From an optimization exercise on the open Yosys and OpenROAD flow, aimed at small area, a short achievable clock period and few clock cycles per item; shortcuts taken in it are not production practice.
Only simulation tests tie the RTL to the original design; equivalence was not proved.

yarrow:
==> flow/design.v (excerpt) <==
module sha256_stream_hasher_top (
	input  logic       clk,
	input  logic       arst_n,
	input  logic       s_axis_tvalid,
	output logic       s_axis_tready,
	input  logic [7:0] s_axis_tdata,
	input  logic       s_axis_tuser,
	output logic       m_axis_tvalid,
	input  logic       m_axis_tready,
	output logic [7:0] m_axis_tdata,
	output logic       m_axis_tlast,
	input  logic       cfg_we,
	input  logic [5:0] cfg_wdata
);
	typedef logic [31:0] word_t;
	logic [5:0] dlen_q;
	always_ff @(posedge clk or negedge arst_n) begin
		if (!arst_n)
			dlen_q <= 6'd32;
		else if (cfg_we)
			dlen_q <= cfg_wdata;
	end
	logic       rdy_q;
	logic       v1_q, f1_q;
	logic [7:0] d1_q;
	logic       acc;
	assign s_axis_tready = rdy_q;
	assign acc = s_axis_tvalid && rdy_q;
	always_ff @(posedge clk or negedge arst_n) begin
		if (!arst_n)
			v1_q <= 1'b0;
		else
			v1_q <= acc;
	end
	always_ff @(posedge clk) begin
		f1_q <= s_axis_tuser;
		d1_q <= s_axis_tdata;
	end
	localparam logic [1:0] M_DATA = 2'd0, M_PAD = 2'd1, M_LEN = 2'd2;
  ...
Settings: LEC_CHECK=0, CAP_MARGIN=20, CORE_MARGIN=2, CORE_UTILIZATION=45, CTS_BUF_LIST=sky130_fd_sc_hd__clkbuf_16, CTS_CLUSTER_DIAMETER=60, CTS_CLUSTER_SIZE=30, PLACE_DENSITY=0.6, SLEW_MARGIN=20; clock period 12.0 ns.
standard.sh (not shown) runs the stock make flow with config.mk's settings and CLKGATE_MAP_FILE= SYNTH_SCRIPT=/design/flow/synth_recipe.tcl, a recipe that flattens the netlist after the stock synthesis.
==> flow/flow/run.sh <==
#!/bin/bash
set -o pipefail
cp standard.sh standard_sh_copy.log
export SETUP_SLACK_MARGIN=8.25
bash standard.sh > standard.log 2>&1
Testbench counts of yarrow, summed over its fixed seeds: cycles 53,284, bytes 44,000.
Changes in harbor relative to yarrow:
diff --git a/flow/flow/run.sh b/flow/flow/run.sh
--- a/flow/flow/run.sh
+++ b/flow/flow/run.sh
@@ -4 +4 @@
-export SETUP_SLACK_MARGIN=8.25
+export SETUP_SLACK_MARGIN=8
Notes after the runs:
In the route summary, harbor ends up with a via count below that of yarrow.
Maximum single-stage delay on the critical path, harbor and yarrow, higher one = harbor.
harbor ended up with a lower fmax than yarrow did.
Edits applied to the flow inputs when going from harbor to ember:
- putting GPL_ROUTABILITY_DRIVEN at 0 where nothing was set
- swapping 60 for 65 in CTS_CLUSTER_DIAMETER
- swapping 30 for 35 in CTS_CLUSTER_SIZE
==> flow/flow/run.sh <==
#!/bin/bash
set -o pipefail
export SETUP_SLACK_MARGIN=8
bash standard.sh > standard.log 2>&1
Notes after the runs:
- ember: PASS, flow complete, no timing, DRC or antenna violations
- ember packs its core more loosely than harbor.
- Compared with harbor, ember shows total of plain and repair buffers excluding clock buffers that has gone down by a few percent.
- met3 layer wire length in the routed design of ember exceeds that of harbor by a few percent.
- The via count was comparable across ember and harbor.
- ember: final critical path time including I/O delays and setup is 0.13 ns lower than what harbor reported.
- ember -> harbor: die area delta 0, exact match
- The faster design of the two is ember; harbor tops out lower.
- From harbor to ember, total number of tap cells did not move at all.
- Between harbor and ember, the total placed instance area does not differ in any meaningful way.

* * *

Starting RTL as in the previous note.
## sha256_stream_hasher_top
module sha256_stream_hasher_top (
	input  logic       clk,
	input  logic       arst_n,
	input  logic       s_axis_tvalid,
	output logic       s_axis_tready,
	input  logic [7:0] s_axis_tdata,
	input  logic       s_axis_tuser,
	output logic       m_axis_tvalid,
	input  logic       m_axis_tready,
	output logic [7:0] m_axis_tdata,
	output logic       m_axis_tlast,
	input  logic       cfg_we,
	input  logic [5:0] cfg_wdata
);
clock: 12.0 ns
lec_check: 0
cap_margin: 20
core_margin: 2
core_utilization: 45
cts_buf_list: sky130_fd_sc_hd__clkbuf_16
cts_cluster_diameter: 65
cts_cluster_size: 35
gpl_routability_driven: 0
place_density: 0.6
setup_slack_margin: 5
slew_margin: 20
run.sh (not shown) runs the stock make flow with config.mk's settings and CLKGATE_MAP_FILE= SYNTH_SCRIPT=/design/flow/synth_recipe.tcl, a recipe that flattens the netlist after the stock synthesis.
Stock flow here: none of the scripts above is used.
Testbench counts at the start, summed over its fixed seeds: cycles 53,284, bytes 44,000.
Change:
==> flow/flow/run.sh (new file) <==
#!/bin/bash
set -o pipefail
cp standard.sh standard_sh_copy.log
export SETUP_SLACK_MARGIN=8
bash standard.sh > standard.log 2>&1
==> flow/standard.sh (new file) <==
#!/bin/bash
# synth_recipe.tcl (not shown) runs the flow's synth.tcl, then flattens the netlist and writes it again
# the make line also repeats each setting of config.mk as NAME=value (left out here)
make -C /OpenROAD-flow-scripts/flow DESIGN_CONFIG=/design/flow/config.mk WORK_HOME=/design/flow/orfs CLKGATE_MAP_FILE= SYNTH_SCRIPT=/design/flow/synth_recipe.tcl "${@:-finish}"
--- a/flow/config.mk
+++ b/flow/config.mk
@@ -10,8 +10,7 @@
 export CORE_UTILIZATION = 45
 export CTS_BUF_LIST = sky130_fd_sc_hd__clkbuf_16
-export CTS_CLUSTER_DIAMETER = 65
-export CTS_CLUSTER_SIZE = 35
+export CTS_CLUSTER_DIAMETER = 60
+export CTS_CLUSTER_SIZE = 30
 export GPL_ROUTABILITY_DRIVEN = 0
 export PLACE_DENSITY = 0.6
-export SETUP_SLACK_MARGIN = 5
 export SLEW_MARGIN = 20
removed: flow/run.sh
Result:
- The changed run finished with timing, DRC and antenna clean
- fmax rose by well over a third
- area after synthesis does not change
- core utilization climbs by 1.6 points
- non-clock buffer count went up by 86
- synthesized cell count is unchanged
Change:
==> flow/flow/run.sh (replaced) <==
#!/bin/bash
set -o pipefail
export SETUP_SLACK_MARGIN=8
bash standard.sh > standard.log 2>&1
--- a/flow/config.mk
+++ b/flow/config.mk
@@ -10,7 +10,7 @@
 export CORE_UTILIZATION = 45
 export CTS_BUF_LIST = sky130_fd_sc_hd__clkbuf_16
-export CTS_CLUSTER_DIAMETER = 60
-export CTS_CLUSTER_SIZE = 30
+export CTS_CLUSTER_DIAMETER = 65
+export CTS_CLUSTER_SIZE = 35
 export GPL_ROUTABILITY_DRIVEN = 0
-export PLACE_DENSITY = 0.6
+export PLACE_DENSITY = 0.7
 export SLEW_MARGIN = 20
Core utilization falls by 0.16 points.
Worst hold slack gets worse by 15 ps.
Cell count stays flat.
Routed wire length went down by about 2.8%.
Global-route usage drops by 0.78 points.
Change:
==> flow/flow/run.sh (replaced) <==
#!/bin/bash
set -o pipefail
cp standard.sh standard_sh_copy.log
export SETUP_SLACK_MARGIN=8
bash standard.sh > standard.log 2>&1
--- a/flow/config.mk
+++ b/flow/config.mk
@@ -10,7 +10,6 @@
 export CORE_UTILIZATION = 45
 export CTS_BUF_LIST = sky130_fd_sc_hd__clkbuf_16
-export CTS_CLUSTER_DIAMETER = 65
-export CTS_CLUSTER_SIZE = 35
-export GPL_ROUTABILITY_DRIVEN = 0
-export PLACE_DENSITY = 0.7
+export CTS_CLUSTER_DIAMETER = 70
+export CTS_CLUSTER_SIZE = 40
+export PLACE_DENSITY = 0.6
 export SLEW_MARGIN = 20
After rerunning: Routed wire length is higher by 6.1%; setup slack loses 32 ps; register-to-register slack loses 30 ps; synthesized area is unchanged.

* * *

sha256_stream_hasher_top, a different RTL version from the one above (not shown whole).
Size in the first run: ~7200 cells after synthesis, roughly 75000 sq um of cells after synthesis.
clock: 12.0 ns
lec_check: 0
cap_margin: 20
core_margin: 2
core_utilization: 45
cts_buf_list: sky130_fd_sc_hd__clkbuf_4
place_density: 0.6
slew_margin: 20
standard.sh (not shown) runs the stock make flow with config.mk's settings and CLKGATE_MAP_FILE= SYNTH_SCRIPT=/design/flow/synth_recipe.tcl, a recipe that flattens the netlist after the stock synthesis.
==> flow/flow/run.sh <==
#!/bin/bash
set -o pipefail
cp standard.sh standard_sh_copy.log
export SETUP_SLACK_MARGIN=8
bash standard.sh > standard.log 2>&1
Testbench counts at the start, summed over its fixed seeds: cycles 53,092, bytes 44,000.
Rerun with:
--- a/flow/flow/run.sh
+++ b/flow/flow/run.sh
@@ -4 +4 @@
-export SETUP_SLACK_MARGIN=8
+export SETUP_SLACK_MARGIN=7
CTS_BUF_LIST = sky130_fd_sc_hd__clkbuf_16   (was sky130_fd_sc_hd__clkbuf_4)
CTS_CLUSTER_DIAMETER = 70   (was not set)
CTS_CLUSTER_SIZE = 40   (was not set)
HOLD_SLACK_MARGIN = 0   (was not set)
After rerunning:
- The changed run completed with no timing, DRC or antenna violations
- first-iteration DRC count rose by 0.33%
- setup slack gets worse by 120 ps
- core utilization falls by 3.1 points
- fmax goes down by about 2.5%
- wire length goes down by 7.1%
Rerun with:
CTS_CLUSTER_DIAMETER = 60   (was 70)
CTS_CLUSTER_SIZE = 30   (was 40)
HOLD_SLACK_MARGIN = not set   (was 0)
Result:
- die area is unchanged
- cell area increases by 0.71%
- via count barely changes
- first-iteration DRC count goes down by 0.87%
- worst setup slack hardly moves
- area after synthesis is unchanged
- cell count barely changes
- wire length goes up by 0.34%
- core utilization came out higher by 0.35 points

* * *

sha256_stream_hasher_top, a different RTL version from the one above (not shown whole).
For scale: about 1800 flip-flops, roughly 31 I/O pins, roughly 79000 sq um of cells after synthesis.
Design sha256_stream_hasher_top, start of the top module:
module sha256_stream_hasher_top (
	input  logic       clk,
	input  logic       arst_n,
	input  logic       s_axis_tvalid,
	output logic       s_axis_tready,
	input  logic [7:0] s_axis_tdata,
	input  logic       s_axis_tuser,
	output logic       m_axis_tvalid,
	input  logic       m_axis_tready,
	output logic [7:0] m_axis_tdata,
	output logic       m_axis_tlast,
	input  logic       cfg_we,
	input  logic [5:0] cfg_wdata
);
export LEC_CHECK = 0
export CAP_MARGIN = 20
export CORE_MARGIN = 2
export CORE_UTILIZATION = 45
export CTS_BUF_LIST = sky130_fd_sc_hd__clkbuf_16
export CTS_CLUSTER_DIAMETER = 60
export CTS_CLUSTER_SIZE = 30
export PLACE_DENSITY = 0.6
export SLEW_MARGIN = 20
create_clock -name core_clock -period 12.0 [get_ports {clk}]
==> flow/flow/run.sh <==
#!/bin/bash
set -o pipefail
cp standard.sh standard_sh_copy.log
export SETUP_SLACK_MARGIN=8.5
bash standard.sh > standard.log 2>&1
Testbench counts at the start, summed over its fixed seeds: cycles 53,124, bytes 44,000.
==> next run, changes <==
==> flow/flow/run.sh (replaced) <==
#!/bin/bash
set -o pipefail
cp standard.sh standard_sh_copy.log
export SETUP_SLACK_MARGIN=8
bash standard.sh > standard.log 2>&1
- CTS_CLUSTER_DIAMETER: 60 -> 70
- CTS_CLUSTER_SIZE: 30 -> 40
Outcome: Register-to-register slack is worse by 40 ps. Fmax goes down slightly. Flip-flop and latch count does not change. Critical path depth goes up by 3. Non-clock buffer count goes down by 129. Count of clock-buffer cells in the layout goes down by 26. Final area goes down by a few percent.
==> next run, changes <==
==> flow/flow/run.sh (replaced) <==
#!/bin/bash
set -o pipefail
cp standard.sh standard_sh_copy.log
export SETUP_SLACK_MARGIN=7.5
bash standard.sh > standard.log 2>&1
- CTS_CLUSTER_DIAMETER: 70 -> 60
- CTS_CLUSTER_SIZE: 40 -> 30
Clock-buffer cell count increases by 30.
Clock skew shrinks by 16 ps.
Design area decreases slightly.
Core utilization falls by 0.85 points.
Area after synthesis does not change.
Flip-flop and latch count is unchanged.
Die area is unchanged.
Global-route usage rises by 0.94 points.
Cell count is lower slightly.
==> next run, changes <==
==> flow/flow/run.sh (replaced) <==
#!/bin/bash
set -o pipefail
cp standard.sh standard_sh_copy.log
export SETUP_SLACK_MARGIN=8
bash standard.sh > standard.log 2>&1
Outcome:
- clock-buffer cell count drops by 7
- area after synthesis does not change
- setup slack gets better by 270 ps
- via count is about the same
- die area is unchanged
- wire length shrinks by 2.7%
- register-to-register slack improved by 270 ps
- fmax climbs by 6.5%
==> next run, changes <==
==> flow/flow/run.sh (replaced) <==
#!/bin/bash
set -o pipefail
export SETUP_SLACK_MARGIN=8
bash standard.sh > standard.log 2>&1
- CTS_CLUSTER_DIAMETER: 60 -> 65
- CTS_CLUSTER_SIZE: 30 -> 35
- GPL_ROUTABILITY_DRIVEN: not set -> 0
Cell area went down by about 1.3%. Setup slack improved by 31 ps. Final cell count went down by 0.67%. Die area is unchanged.

* * *

## v22
RTL: one of the versions met above, not the one the previous note started from.
Size: roughly 7200 cells after synthesis, about 1700 flip-flops, ~31 I/O pins, roughly 75000 um^2 of cells after synthesis.
Settings: LEC_CHECK=0, CAP_MARGIN=20, CORE_MARGIN=2, CORE_UTILIZATION=45, CTS_BUF_LIST=sky130_fd_sc_hd__clkbuf_16, CTS_CLUSTER_DIAMETER=60, CTS_CLUSTER_SIZE=30, PLACE_DENSITY=0.6, SLEW_MARGIN=20; clock period 12.0 ns.
==> flow/flow/run.sh <==
#!/bin/bash
set -o pipefail
cp standard.sh standard_sh_copy.log
export SETUP_SLACK_MARGIN=8
bash standard.sh > standard.log 2>&1
Testbench counts of v22, summed over its fixed seeds: cycles 53,092, bytes 44,000.
Changes in v48 relative to v22:
--- a/flow/flow/run.sh
+++ b/flow/flow/run.sh
@@ -4 +4 @@
-export SETUP_SLACK_MARGIN=8
+export SETUP_SLACK_MARGIN=6
- Relative to v22, the share of the cycle needed by the critical path after routing of v48 is higher by 5.7 points.
- | peak fanout along the critical path | v48 vs v22 | 3 higher |
- First-pass GRT wire length of v48 falls short of that of v22 by a few percent.
Input-level comparison between v18 and v48:
Settings: CORE_UTILIZATION changed from 45 to 55; PLACE_DENSITY changed from 0.6 to 0.7.
--- a/flow/flow/run.sh
+++ b/flow/flow/run.sh
@@ -4 +4 @@
-export SETUP_SLACK_MARGIN=6
+export SETUP_SLACK_MARGIN=8
## What came out
v18 and v48 all finish clean. Against v48, v18 comes in 0.71 ns higher on worst setup slack. In the flow results for v18 and v48, the initial antenna violation count is larger on v48. From v48 to v18 the numbers moved as follows: area enclosed by the die boundary decreased about 18%, effective utilization at floorplan rose by 10 points. Per the comparison of v18 with v48, post-route fraction of the period consumed by the critical path -5.9 points; total global-route track usage rose 5.3 points. Looking at worst setup path endpoint, the w_q[31] result is from v18; the a_q[27] one comes from v48.
Edits applied to the flow inputs when going from v18 to v39:
Settings: changing PLACE_DENSITY from 0.7 to 0.6; removing CTS_CLUSTER_SIZE (formerly 30); removing CTS_CLUSTER_DIAMETER (formerly 60); changing CORE_UTILIZATION from 55 to 45; removing CTS_BUF_LIST (formerly sky130_fd_sc_hd__clkbuf_16).
## What came out
Relative to v18, CTS clock-pin slew for the worst setup and hold paths has decreased by 0.04 ns in v39. The clock buffer count in v39 sits about 100% above the value recorded for v18. v39 vs. v18: final area has increased, setup slack after layout stayed essentially flat. Launching instance or port of the critical path = w_q[456]: v18; launching instance or port of the critical path = e_q[1]: v39. v39: source-to-sink clock delay at the later pin of the worst-skew pair 0.05 ns above v18.
## Diff of input files: v59 against v39
Settings: setting CTS_CLUSTER_SIZE to 30 for the first time; setting CTS_CLUSTER_DIAMETER to 60 for the first time; setting CTS_BUF_LIST to sky130_fd_sc_hd__clkbuf_16 for the first time.
--- a/flow/flow/run.sh
+++ b/flow/flow/run.sh
@@ -4 +4 @@
-export SETUP_SLACK_MARGIN=8
+export SETUP_SLACK_MARGIN=7.5
### Flow results
On hold-critical path depth, v59 tracks v39 almost exactly.
The number of buffers added by the clock tree synthesis step of v59 is lower than that of v39.
The more densely filled core belongs to v39, not v59.
In the tables for v39 and v59, number of gates given a new drive strength after cts reads higher with v39.
Looking at ratio of final minimum period to clock period across v39 and v59, the one that comes out lower is v39.

re-timing with driven ports:
The flow's constraints put no driver on any port. The routed layouts listed below were extracted and timed again, unchanged, in two steps. Step 1: set_driving_cell puts a clkbuf_16 on clk and a buf_2 on each other input, an assumption about the parent block. Step 2 adds t to the input delays and takes it off the output delays; t is the mean of the earliest and latest rising clock arrival at the registers after step 1. Input paths then give back, and output paths get back, about the clock's delay inside the block. Three values: ideal, step 1, step 2; two values: the first two.
run	shift t [ns]	slack for setup (ns)	clock arrival spread, ns	worst slew at a driven data input, ns
yarrow	0.855	7.934 / 7.934 / 7.797	0.056 / 0.056	0.04
harbor	0.867	7.765 / 7.765 / 7.765	0.045 / 0.045	0.04
ember	0.857	7.898 / 7.898 / 7.781	0.041 / 0.040	0.04
the first run of note 2	0.851	6.270 / 6.270 / 6.270	0.064 / 0.064	0.05
the second run of note 2	0.874	7.867 / 7.867 / 7.791	0.050 / 0.050	0.04
the third run of note 2	0.869	7.827 / 7.827 / 7.737	0.056 / 0.056	0.06
the fourth run of note 2	0.854	7.795 / 7.795 / 7.795	0.043 / 0.044	0.04
the first run of note 3	1.421	7.174 / 7.174 / 7.174	0.165 / 0.165	0.04
the second run of note 3	0.837	7.053 / 7.053 / 7.053	0.068 / 0.069	0.04
the third run of note 3	0.863	7.051 / 7.051 / 7.051	0.052 / 0.052	0.04
the first run of note 4	0.895	7.972 / 7.972 / 7.972	0.053 / 0.053	0.05
the second run of note 4	0.867	7.928 / 7.928 / 7.742	0.086 / 0.086	0.04
the third run of note 4	0.873	7.648 / 7.648 / 7.648	0.063 / 0.063	0.10
the fourth run of note 4	0.901	7.915 / 7.915 / 7.713	0.061 / 0.061	0.04
the fifth run of note 4	0.858	7.947 / 7.947 / 7.777	0.074 / 0.074	0.04
v22	0.871	7.138 / 7.138 / 7.138	0.057 / 0.056	0.04
v48	0.865	6.457 / 6.457 / 6.457	0.057 / 0.057	0.04
v18	0.848	7.166 / 7.166 / 7.166	0.047 / 0.046	0.04
v39	0.915	7.168 / 7.168 / 7.168	0.035 / 0.035	0.04
v59	0.853	7.101 / 7.101 / 7.101	0.060 / 0.059	0.04
After both steps setup and hold are still met in every run listed. For the fourth run of note 4, which loses most, drivers alone change the setup slack by 0.000 ns; drivers and shift together by -0.202 ns.
